What follows belongs to an exercise in optimizing a design on an open flow for small area, a short achievable clock period and few clock cycles per item; a production flow would make more cautious choices. The RTL was checked by simulation tests, not by an equivalence proof against the original design.

==> flow/design.v (excerpt) <==
module epoch_seconds_to_civil_date_top (
	input  logic                                clk,
	input  logic                                arst_n,
	input  logic                                in_valid,
	output logic                                in_ready,
	input  logic signed [e2cd_pkg::SECS_W-1:0]  unix_seconds,
	output logic                                out_valid,
	input  logic                                out_ready,
	output logic signed [e2cd_pkg::YEAR_W-1:0]  year,
	output logic [e2cd_pkg::MONTH_W-1:0]        month,
	output logic [e2cd_pkg::DOM_W-1:0]          day_of_month,
	output logic [e2cd_pkg::WDAY_W-1:0]         weekday
);
export LEC_CHECK = 0
export ABC_AREA = 1
export CAP_MARGIN = 20
export CORE_MARGIN = 2
export CORE_UTILIZATION = 45
export SETUP_SLACK_MARGIN = 3.6
export SLEW_MARGIN = 20
create_clock -name core_clock -period 8.5 [get_ports {clk}]
run.sh (not shown) runs the stock make flow with config.mk's settings and CLKGATE_MAP_FILE= SYNTH_SCRIPT=/design/flow/synth_recipe.tcl, a recipe that flattens the netlist after the stock synthesis.
Testbench counts at the start, summed over its fixed seeds: cycles 32,048, items 32,000.
Change:
Settings changed: ABC_AREA 1 to default, SETUP_SLACK_MARGIN 3.6 to 3.0.
After rerunning: The new run completed without violations. Count of clock-buffer cells in the layout increases by 1. Worst hold slack is about the same. Global-route usage decreases by 1.0 points. Die area decreases by a few percent. Utilization decreases by 0.78 points. Non-clock buffer count decreases by 41. Worst setup slack gets worse by 0.63 ns. Final area decreases by a few percent. First-iteration DRC count decreases by a quarter to a third. Register-to-register slack gets worse by 0.63 ns.


Setup of red:
Another version of the RTL of epoch_seconds_to_civil_date_top (not shown whole).
For scale: about 90 I/O pins, ~27,000 um2 of cells after synthesis.
## epoch_seconds_to_civil_date_top
module epoch_seconds_to_civil_date_top (
	input  logic                                clk,
	input  logic                                arst_n,
	input  logic                                in_valid,
	output logic                                in_ready,
	input  logic signed [e2cd_pkg::SECS_W-1:0]  unix_seconds,
	output logic                                out_valid,
	input  logic                                out_ready,
	output logic signed [e2cd_pkg::YEAR_W-1:0]  year,
	output logic [e2cd_pkg::MONTH_W-1:0]        month,
	output logic [e2cd_pkg::DOM_W-1:0]          day_of_month,
	output logic [e2cd_pkg::WDAY_W-1:0]         weekday
);
	localparam int NV = 5;    
	logic          adv;
	logic [NV-1:0] vld_q;
	logic          ov_q;
	logic [35:0]   out_q;
	assign adv = !ov_q || out_ready;
	assign in_ready = adv;
	logic [40:0] s_0;
	always_ff @(posedge clk) begin
		if (adv) begin
			s_0 <= unix_seconds[47:7];
		end
	end
	logic [14:0] q0_1;
	logic [27:0] ulo_1;
	logic ep_w1;
	logic ep_w2;
	logic ep_w3;
	logic ep_w4;
	logic ep_w5;
	logic ep_w6;
	logic ep_w7;
	logic ep_w8;
	logic ep_w9;
	logic ep_w10;
	logic ep_w11;
	logic ep_w12;
	logic ep_w13;
	logic ep_w14;
	logic ep_w15;
	logic ep_w16;
	logic ep_w17;
	logic ep_w18;
	logic ep_w19;
	logic ep_w20;
	logic ep_w21;
	logic ep_w22;
	logic ep_w23;
	logic ep_w24;
	logic ep_w25;
	logic ep_w26;
	logic ep_w27;
	logic ep_w28;
	logic ep_w29;
	logic ep_w30;
	logic ep_w31;
	logic ep_w32;
	logic ep_w33;
	logic ep_w34;
	logic ep_w35;
	logic ep_w36;
	logic ep_w37;
	logic ep_w38;
	logic ep_w39;
	logic ep_w40;
	logic ep_w41;
	logic ep_w42;
	logic ep_w43;
	logic ep_w44;
	logic ep_w45;
	logic ep_w46;
	logic ep_w47;
	logic ep_w48;
	logic ep_w49;
	logic ep_w50;
	logic ep_w51;
	logic ep_w52;
	logic ep_w53;
	logic ep_w54;
	logic ep_w55;
	logic ep_w56;
	logic ep_w57;
	logic ep_w58;
	logic ep_w59;
	logic ep_w60;
	logic ep_w61;
	logic ep_w62;
	logic ep_w63;
	logic ep_w64;
	logic ep_w65;
	logic ep_w66;
	logic ep_w67;
	logic ep_w68;
	logic ep_w69;
	logic ep_w70;
	logic ep_w71;
	logic ep_w72;
	logic ep_w73;
	logic ep_w74;
	logic ep_w75;
	logic ep_w76;
	logic ep_w77;
	logic ep_w78;
	logic ep_w79;
	logic ep_w80;
	logic ep_w81;
	logic ep_w82;
	logic ep_w83;
	logic ep_w84;
	logic ep_w85;
	logic ep_w86;
	logic ep_w87;
	logic ep_w88;
	logic ep_w89;
	logic ep_w90;
	logic ep_w91;
	logic ep_w92;
  ...
make LEC_CHECK=0 ABC_AREA=1 CAP_MARGIN=20 CORE_MARGIN=2 CORE_UTILIZATION=55 CTS_BUF_LIST=sky130_fd_sc_hd__clkbuf_8 SETUP_SLACK_MARGIN=3.6 SLEW_MARGIN=20 finish   # period 8.5 ns
red: done, clean on timing, DRC and antenna
Testbench counts of red, summed over its fixed seeds: cycles 32,048, items 32,000.
diff inputs: red => blue
Settings: CTS_BUF_LIST removed (was sky130_fd_sc_hd__clkbuf_8); CORE_UTILIZATION changed from 55 to 45.
[summary]
Number of fillers in the final layout: blue vs red up 33%. In the route summary, blue ends up with a via count below that of red. red has higher routed length per instance than blue. Re clock-buffer cell count: blue is about 40% down on red. The core of blue is less densely filled than that of red. Between blue and red, first-pass GRT wire length is higher for red, blue comes in under that. The final reports for blue and red show clock network latency to the later pin of the worst-skew pair lower in the former. Against red, blue reports a worst hold slack after final layout that is higher. Where routed wire length is concerned, red is outperformed by blue.
Inputs modified between blue and green:
Settings: CORE_UTILIZATION now 55, was 45.
## What came out
Taking blue as the reference, in green die boundary width -9.4%. green ends up with higher met2 routing resource usage after global routing than blue does. Compared blue against green; hold slack within noise.
#### Input delta (orange over green)
Settings: CORE_UTILIZATION: 55 -> 50.
==> notes.md <==
- Against green, orange comes in 9.8% higher on die area.
- | via count of the first global-routing pass | green vs orange | ≈ equal |
- Relative to green, the sequential share of layout area of orange is higher by 0.18 points.


== xenon ==
Another version of the RTL of epoch_seconds_to_civil_date_top (not shown whole).
Size in the first run: ~2300 cells after synthesis, about 250 flip-flops, roughly 90 I/O pins, roughly 26000 µm² of cells after synthesis.
Settings: LEC_CHECK=0, CAP_MARGIN=20, CORE_MARGIN=2, CORE_UTILIZATION=50, SETUP_SLACK_MARGIN=3.6, SLEW_MARGIN=20; clock period 8.5 ns.
xenon went all the way through the flow, and no timing, DRC or antenna check failed.
Testbench counts of xenon, summed over its fixed seeds: cycles 32,048, items 32,000.
Modified inputs, violet compared to xenon
Settings: a change of SETUP_SLACK_MARGIN from 3.6 to 3.0; a change of CORE_UTILIZATION from 50 to 35.
--- outcome ---
The flow did not stop early for violet: all stages ran, and the layout cleared the timing, design-rule and antenna checks. Min post-layout minimum cycle time across violet and xenon: xenon. In violet, the ratio of cells with drive above 1 in the final layout came out 7.1 points below the value in xenon. Re worst setup slack: violet and xenon aren't equal, and the lower value belongs to violet. Between violet and xenon, the routed wire length does not differ in any meaningful way.
The inputs of yarrow differ from those of violet as listed below.
Settings: changing SETUP_SLACK_MARGIN from 3.0 to 4.0.
Findings:
| number of buffer cells added on primary ports | yarrow vs violet | ≈ equal |. violet -> yarrow: number of multi-input combinational cells in the layout flat. [compare] base=violet new=yarrow: register-to-register slack higher, critical path's largest stage delay lower, final worst-path setup slack higher, footprint of the multi-input gates higher.


RTL: one of the versions met above, not the one the previous note started from.
Size in the first run: about 2700 cells after synthesis, about 250 flip-flops, roughly 90 I/O pins.
Settings: LEC_CHECK=0, ABC_AREA=1, CAP_MARGIN=20, CORE_MARGIN=2, CORE_UTILIZATION=45, SETUP_SLACK_MARGIN=3.8, SLEW_MARGIN=20; clock period 8.5 ns.
The starting point produced a clean layout.
Testbench counts at the start, summed over its fixed seeds: cycles 32,048, items 32,000.
Edit:
CORE_UTILIZATION = 35   (was 45)
SETUP_SLACK_MARGIN = 3.6   (was 3.8)
Utilization is lower by 14 points.
Routed wire length is lower by 4.0%.
Flip-flop and latch count stays the same.
Maximum frequency is lower by 0.70%.
Die area is higher by 28%.
Cell count is higher by about 4.6%.
Edit:
CORE_UTILIZATION = 45   (was 35)
SETUP_SLACK_MARGIN = 4.4   (was 3.6)
Worst hold slack is about the same.
Cell area went up by 7.4%.
Wire length went up by 9.4%.
Global-route usage went up by 6.3 points.
Setup slack is worse by 39 ps.
Die area went down by 22%.
Edit:
ABC_AREA = not set   (was 1)
SETUP_SLACK_MARGIN = 3.3   (was 4.4)
Flip-flop and latch count does not change. Count of clock-buffer cells in the layout fell by 9. Cell count is lower by about a fifth. Clock skew went up by 3.1 ps. Worst setup slack gets worse by 450 ps. Maximum frequency goes down by a little under a tenth.


Setup of JK:
epoch_seconds_to_civil_date_top with an RTL version that a note above also has.
For scale: roughly 2600 cells after synthesis, roughly 0.027 sq mm of cells after synthesis.
==> flow/config.mk <==
export PLATFORM = sky130hd
export DESIGN_NAME = epoch_seconds_to_civil_date_top
export DESIGN_NICKNAME = epoch_seconds_to_civil_date_top
export VERILOG_FILES = /design/flow/design.v
export SDC_FILE = /design/flow/constraint.sdc
export NUM_CORES = 4
export LEC_CHECK = 0
export ABC_AREA = 1
export CAP_MARGIN = 20
export CORE_MARGIN = 2
export CORE_UTILIZATION = 55
export SETUP_SLACK_MARGIN = 3.4
export SLEW_MARGIN = 20
==> flow/constraint.sdc <==
create_clock -name core_clock -period 8.5 [get_ports {clk}]
set_input_delay 1.7000 -clock core_clock [delete_from_list [all_inputs] [get_ports {clk}]]
set_output_delay 1.7000 -clock core_clock [all_outputs]
set_load 0.01 [all_outputs]
Testbench counts of JK, summed over its fixed seeds: cycles 32,048, items 32,000.
--- input diff JK..MS ---
# JK
export LEC_CHECK = 0
export ABC_AREA = 1
export CAP_MARGIN = 20
export CORE_MARGIN = 2
export CORE_UTILIZATION = 55
export SETUP_SLACK_MARGIN = 3.4
export SLEW_MARGIN = 20
create_clock -name core_clock -period 8.5 [get_ports {clk}]
# MS
export LEC_CHECK = 0
export ABC_AREA = 1
export CAP_MARGIN = 20
export CORE_MARGIN = 2
export CORE_UTILIZATION = 55
export GPL_ROUTABILITY_DRIVEN = 0
export SETUP_SLACK_MARGIN = 3.6
export SLEW_MARGIN = 20
create_clock -name core_clock -period 8.5 [get_ports {clk}]
[summary]
- Looking at post-CTS resize count, MS sits 33 higher than JK does.
- From JK to MS the numbers moved as follows: count of inverters not on the clock network in the layout comparable, final cell count without fillers grew by 44, number of non-clock buffers in the layout has increased.
- Cmp MS and JK / proportion of cell area occupied by registers / lower: MS
- Final non-filler cell area in MS is about 2% above JK.
The following lists how AL was set up differently from MS:
# MS
export LEC_CHECK = 0
export ABC_AREA = 1
export CAP_MARGIN = 20
export CORE_MARGIN = 2
export CORE_UTILIZATION = 55
export GPL_ROUTABILITY_DRIVEN = 0
export SETUP_SLACK_MARGIN = 3.6
export SLEW_MARGIN = 20
create_clock -name core_clock -period 8.5 [get_ports {clk}]
# AL
export LEC_CHECK = 0
export ABC_AREA = 1
export CAP_MARGIN = 20
export CORE_MARGIN = 2
export CORE_UTILIZATION = 65
export SETUP_SLACK_MARGIN = 3.6
export SLEW_MARGIN = 20
create_clock -name core_clock -period 8.5 [get_ports {clk}]
==> notes.md <==
Share of cell area taken by multi-input logic gates ends up lower on MS. AL vs MS — setup slack of the worst register-to-register path dropped 30 ps. Compared with MS, AL shows a higher initial cell density of the core. Relative to MS, AL degrades worst-case setup margin in the final layout. On share of cell area taken by flip-flops and latches, MS and AL are neck and neck. As far as max-slew violation count goes, MS and AL are indistinguishable; the numbers are identical. AL vs MS, end-of-flow core utilization went up by 11 points. Diff MS -> AL: total cell area at the placement stage shrank by 0.37%, total CTS buffers shrank by 2.
What TR does differently from AL at the input level:
# AL
export LEC_CHECK = 0
export ABC_AREA = 1
export CAP_MARGIN = 20
export CORE_MARGIN = 2
export CORE_UTILIZATION = 65
export SETUP_SLACK_MARGIN = 3.6
export SLEW_MARGIN = 20
create_clock -name core_clock -period 8.5 [get_ports {clk}]
# TR
export LEC_CHECK = 0
export ABC_AREA = 1
export CAP_MARGIN = 0
export CORE_MARGIN = 2
export CORE_UTILIZATION = 55
export SETUP_SLACK_MARGIN = 3.6
export SLEW_MARGIN = 0
create_clock -name core_clock -period 8.5 [get_ports {clk}]
### Flow results
- No stage failed in TR, and the final checks on the layout all came back clean.
- Worst setup slack, AL and TR: smaller value in AL
- TR — routed wire length 0.75% lower, AL as reference
- The final reports for TR and AL show global-route usage lower in the former.
Input changes introduced in PW (baseline for comparison: TR):
# TR
export LEC_CHECK = 0
export ABC_AREA = 1
export CAP_MARGIN = 0
export CORE_MARGIN = 2
export CORE_UTILIZATION = 55
export SETUP_SLACK_MARGIN = 3.6
export SLEW_MARGIN = 0
create_clock -name core_clock -period 8.5 [get_ports {clk}]
# PW
export LEC_CHECK = 0
export ABC_AREA = 1
export CAP_MARGIN = 20
export CORE_MARGIN = 2
export CORE_UTILIZATION = 55
export CTS_BUF_LIST = sky130_fd_sc_hd__clkbuf_4
export SETUP_SLACK_MARGIN = 3.6
export SLEW_MARGIN = 20
create_clock -name core_clock -period 8.5 [get_ports {clk}]
Findings:
Largest driver fanout on the critical path: PW lower than TR. Compared with TR, PW shows wire length that has gone up slightly. Compared with TR, PW shows post-CTS clock slew at the launch and capture registers of the worst setup and hold paths higher by 20 ps. From TR to PW the numbers moved as follows: setup slack -59 ps, max-slew headroom at the worst pin +0.82 points. Post-CTS repair timing setup buffer count was higher in TR than in PW. Summary of the comparison: first-pass GRT wire length is higher in PW, relative to TR. Final critical delay including setup and external delays (higher): PW.

==> what the ideal ports hide <==
How much do the figures lean on ideal ports? The routed layouts below were timed once more, with nothing changed but the port constraints.
Step 1 (the two cells are an assumption about what drives the block):
set clk [get_ports {clk}]
set_driving_cell -lib_cell sky130_fd_sc_hd__clkbuf_16 $clk
set_driving_cell -lib_cell sky130_fd_sc_hd__buf_2 [delete_from_list [all_inputs] $clk]
Step 2 moves the port delays by t, midway between the first and last clock arrival at a register: inputs arrive t later, outputs are due t later. That takes back most of the time a late clock gives input paths.
Three values: ideal, step 1, step 2; two values: the first two.
| run | t, ns | setup slack, ns | slew at the worst register clock pin (ns) |
|---|---|---|---|
| the first run of note 1 | 0.641 | 3.665 / 3.665 / 3.665 | 0.07 / 0.07 |
| the second run of note 1 | 0.637 | 3.033 / 3.033 / 3.033 | 0.06 / 0.06 |
| red | 0.681 | 3.665 / 3.665 / 3.665 | 0.07 / 0.07 |
| blue | 0.629 | 3.708 / 3.708 / 3.708 | 0.07 / 0.07 |
| green | 0.633 | 3.719 / 3.719 / 3.719 | 0.07 / 0.07 |
| orange | 0.633 | 3.656 / 3.630 / 3.630 | 0.08 / 0.08 |
| xenon | 0.631 | 2.863 / 2.863 / 2.863 | 0.06 / 0.06 |
| violet | 0.635 | 2.748 / 2.748 / 2.748 | 0.09 / 0.09 |
| yarrow | 0.587 | 2.914 / 2.914 / 2.914 | 0.06 / 0.06 |
| the first run of note 4 | 0.646 | 3.679 / 3.679 / 3.679 | 0.07 / 0.07 |
| the second run of note 4 | 0.634 | 3.645 / 3.645 / 3.645 | 0.06 / 0.06 |
| the third run of note 4 | 0.591 | 3.606 / 3.606 / 3.606 | 0.06 / 0.06 |
| the fourth run of note 4 | 0.646 | 3.155 / 3.155 / 3.155 | 0.06 / 0.06 |
| JK | 0.633 | 3.504 / 3.504 / 3.504 | 0.07 / 0.07 |
| MS | 0.632 | 3.655 / 3.639 / 3.639 | 0.07 / 0.07 |
| AL | 0.629 | 3.623 / 3.623 / 3.623 | 0.08 / 0.08 |
| TR | 0.633 | 3.719 / 3.719 / 3.719 | 0.07 / 0.07 |
| PW | 0.859 | 3.661 / 3.661 / 3.661 | 0.09 / 0.09 |
After both steps every run listed still meets setup and hold. For orange, which loses most, drivers alone change the setup slack by -0.026 ns; drivers and shift together by -0.026 ns.
